Source: an optimization exercise on an open RTL-to-GDS flow (aim: small area). Production flows keep margins and buffers that such runs may drop. The RTL was checked by simulation tests, not by an equivalence proof against the original design. The flow treats the clock pin as an ideal source. Dropping or thinning the clock tree relies on that and would not hold on a real chip. Power and IR drop assume default switching activity.

==> job 963 <==
Design conv_pixel_loader, start of the top module:
module conv_pixel_loader #(
  parameter int IMG_WIDTH  = 64,
  parameter int IMG_HEIGHT = 64,
  parameter int PIX_W      = 8
) (
  input  logic                          clk_clk,
  input  logic                          reset_reset_n,
  input  logic [PIX_W-1:0]              data_in,
  input  logic                          write_en,
  input  logic                          start_bit,
  input  logic                          reset_cnt,
  output logic [9*PIX_W-1:0]            window,
  output logic                          win_valid,
  output logic                          busy,
  output logic                          frame_done,
  output logic [$clog2(IMG_HEIGHT)-1:0] row_cnt,
  output logic [$clog2(IMG_WIDTH)-1:0]  col_cnt
);
  localparam int CW = $clog2(IMG_WIDTH);
  localparam int RW = $clog2(IMG_HEIGHT);
  localparam int NS = 2*IMG_WIDTH + 2;
  logic             r_we_q, r_st_q;
  logic             r_busy, r_done;
  logic             w_we_rise, w_st_rise;
  logic             w_start, w_accept, w_clr;
  logic [CW-1:0]    r_col;
  logic [RW-1:0]    r_row;
  logic [RW+CW-1:0] w_pos, w_pos_next;
  logic             w_last_acc;
  logic             r_win_valid;
  logic [PIX_W-1:0] r_sh [NS];
  logic [PIX_W-1:0] r_oldest;
  assign w_we_rise = write_en & ~r_we_q;
  assign w_st_rise = start_bit & ~r_st_q;
  assign w_start   = ~reset_cnt & ~r_busy & w_st_rise;
  assign w_accept  = ~reset_cnt & r_busy & w_we_rise;
  assign w_clr     = reset_cnt | w_start;
  assign w_pos     = {r_row, r_col};
  generate
    if ((1 << CW) == IMG_WIDTH && (1 << RW) == IMG_HEIGHT) begin : g_pow2
      logic [RW+CW:0] w_carry;
      assign w_carry[0] = w_accept;
      for (genvar i = 0; i < RW+CW; i++) begin : g_carry
        assign w_carry[i+1] = w_carry[i] & w_pos[i];
      end
      assign w_pos_next = w_pos ^ w_carry[RW+CW-1:0];
      assign w_last_acc = w_carry[RW+CW];
    end else begin : g_any
      logic w_col_end, w_row_end;
      assign w_col_end  = (r_col == CW'(IMG_WIDTH-1));
      assign w_row_end  = (r_row == RW'(IMG_HEIGHT-1));
      assign w_last_acc = w_accept & w_col_end & w_row_end;
      always_comb begin
        w_pos_next = w_pos;
        if (w_accept) begin
  ...
Settings: LEC_CHECK=0, CAP_MARGIN=20, CORE_MARGIN=2, CORE_UTILIZATION=65, SLEW_MARGIN=20; clock period 5.0 ns.
standard.sh (not shown) runs the stock make flow with config.mk's settings and CLKGATE_MAP_FILE= SYNTH_SCRIPT=/design/flow/synth_recipe.tcl, a recipe that flattens the netlist after the stock synthesis.
==> flow/flow/run.sh <==
#!/bin/bash
# The standard layout, with four changes: the floorplan step removes synthesis's buffers
# instead of sizing cells up for timing it measures before the enable net is buffered; the port
# buffers are the smallest buffer cell; clock tree synthesis adds no dummy loads; and after it
# flatten_clk.tcl takes out the tree's middle level so that the root buffer drives the leaf
# buffers. make's full output goes to flow.log here; each ORFS step's own log is under
# orfs/logs/.
set -euo pipefail
CTS="-sink_clustering_enable -repair_clock_nets -dont_use_dummy_load"
CTS="$CTS -sink_clustering_size 35 -sink_clustering_max_diameter 70"
CTS="$CTS -buf_list sky130_fd_sc_hd__clkbuf_16"
bash standard.sh "CTS_ARGS=$CTS" \
  "POST_CTS_TCL=$PWD/flow/flatten_clk.tcl" \
  "REMOVE_ABC_BUFFERS=1" \
  "BUFFER_PORTS_ARGS=-buffer_cell sky130_fd_sc_hd__buf_1" \
  finish > flow.log 2>&1
==> flow/flow/flatten_clk.tcl <==
# Take out the clock tree's inner levels: the root buffer then drives the leaf buffers directly.
# An inner buffer is one below the root whose loads are all clock buffers; its loads move to its
# driver's net. Every register keeps the same two buffers (root, leaf) to the clock port.
set block [ord::get_db_block]
proc clk_buf {inst} { string match "*clkbuf*" [[$inst getMaster] getName] }
set roots {}
foreach it [[$block findNet clk_clk] getITerms] {
  if {[clk_buf [$it getInst]]} { lappend roots [$it getInst] }
}
set removed 0
foreach root $roots {
  set root_net [[$root findITerm X] getNet]
  set again 1
  while {$again} {
    set again 0
    foreach it [$root_net getITerms] {
      set mid [$it getInst]
      if {$mid eq $root || ![clk_buf $mid]} { continue }
      set out [[$mid findITerm X] getNet]
      set inner 1
      foreach lit [$out getITerms] {
        if {[$lit getInst] ne $mid && ![clk_buf [$lit getInst]]} { set inner 0 }
      }
      if {!$inner} { continue }
      foreach lit [$out getITerms] {
        if {[$lit getInst] eq $mid} { continue }
        $lit disconnect
        $lit connect $root_net
      }
      [$mid findITerm A] disconnect
      [$mid findITerm X] disconnect
      odb::dbInst_destroy $mid
      odb::dbNet_destroy $out
      incr removed
      set again 1
      break
    }
  }
}
puts "flatten_clk: removed $removed inner clock buffers"
==> job 4961: changes against job 963 <==
==> flow/flow/run.sh (replaced) <==
#!/bin/bash
# The standard layout, with two changes: the port buffers are the smallest buffer cell, and
# clock tree synthesis adds no dummy loads. make's full output goes to flow.log here; each ORFS
# step's own log is under orfs/logs/.
set -euo pipefail
CTS="-sink_clustering_enable -repair_clock_nets -dont_use_dummy_load"
CTS="$CTS -sink_clustering_size 35 -sink_clustering_max_diameter 70"
CTS="$CTS -buf_list sky130_fd_sc_hd__clkbuf_16"
bash standard.sh "CTS_ARGS=$CTS" \
  "BUFFER_PORTS_ARGS=-buffer_cell sky130_fd_sc_hd__buf_1" \
  finish > flow.log 2>&1
- CORE_UTILIZATION: 65 -> 70
removed: flow/flow/flatten_clk.tcl
==> run summary <==
quantity	job 4961	job 963
Outcome	finished clean	finished clean
Reg2Reg Depth	3	14
Met2 wirelength from detailed routing	13800 µm	13000 µm
Maximum clock skew at final layout	63.9 ps	40.6 ps
Worst-Skew Late Latency	580 ps	740 ps
Detailed-placement wirelength estimate	14900 µm	13900 µm
Via total after detailed routing	10166	10061
Final critical delay including setup and external delays	3130 ps	3270 ps
Crit-path max cell delay	830 ps	440 ps
Final worst-path cycle share	62.7%	65.4%
Relative max-transition margin	30.9%	22.1%
Average wire per standard cell	17.8 µm	16.9 µm
Flop2flop setup slack	2020 ps	1730 ps
Max Clock Freq	319 MHz	306 MHz
M2 GR Usage	18.2%	15.6%
Clock-pin slew of the registers on the worst-case setup and hold paths	110 ps	120 ps
Startpoint Class	input pin	flop
Power attributed to the clock group	3.67 mW	3.54 mW
Placed instance area	0.0335 mm²	0.0334 mm²
Core footprint	0.0454 mm²	0.0488 mm²

-- port drivers added, routing unchanged --
In the flow no input, the clock included, has a driving cell. The finished layouts below were timed again as built, in two steps.
Step 1 (the two cells are an assumption about what drives the block):
set clk [get_ports {clk_clk}]
set_driving_cell -lib_cell sky130_fd_sc_hd__clkbuf_16 $clk
set_driving_cell -lib_cell sky130_fd_sc_hd__buf_2 [delete_from_list [all_inputs] $clk]
Step 2 adds t to the input delays and takes it off the output delays; t is the mean of the earliest and latest rising clock arrival at the registers after step 1. Input paths then give back, and output paths get back, about the clock's delay inside the block.
a / b / c = ideal ports / drivers / drivers and shift; a / b = the first two.
run	t, ns	setup slack, ns	worst setup path after step 2	worst slew at a driven data input, ns
job 963	0.768	1.730 / 1.730 / 1.009	input to register	0.03
job 4961	0.615	1.866 / 1.905 / 1.290	input to register	0.03
After both steps setup and hold are still met in every run listed. For job 963, which loses most, drivers alone change the setup slack by 0.000 ns; drivers and shift together by -0.721 ns.
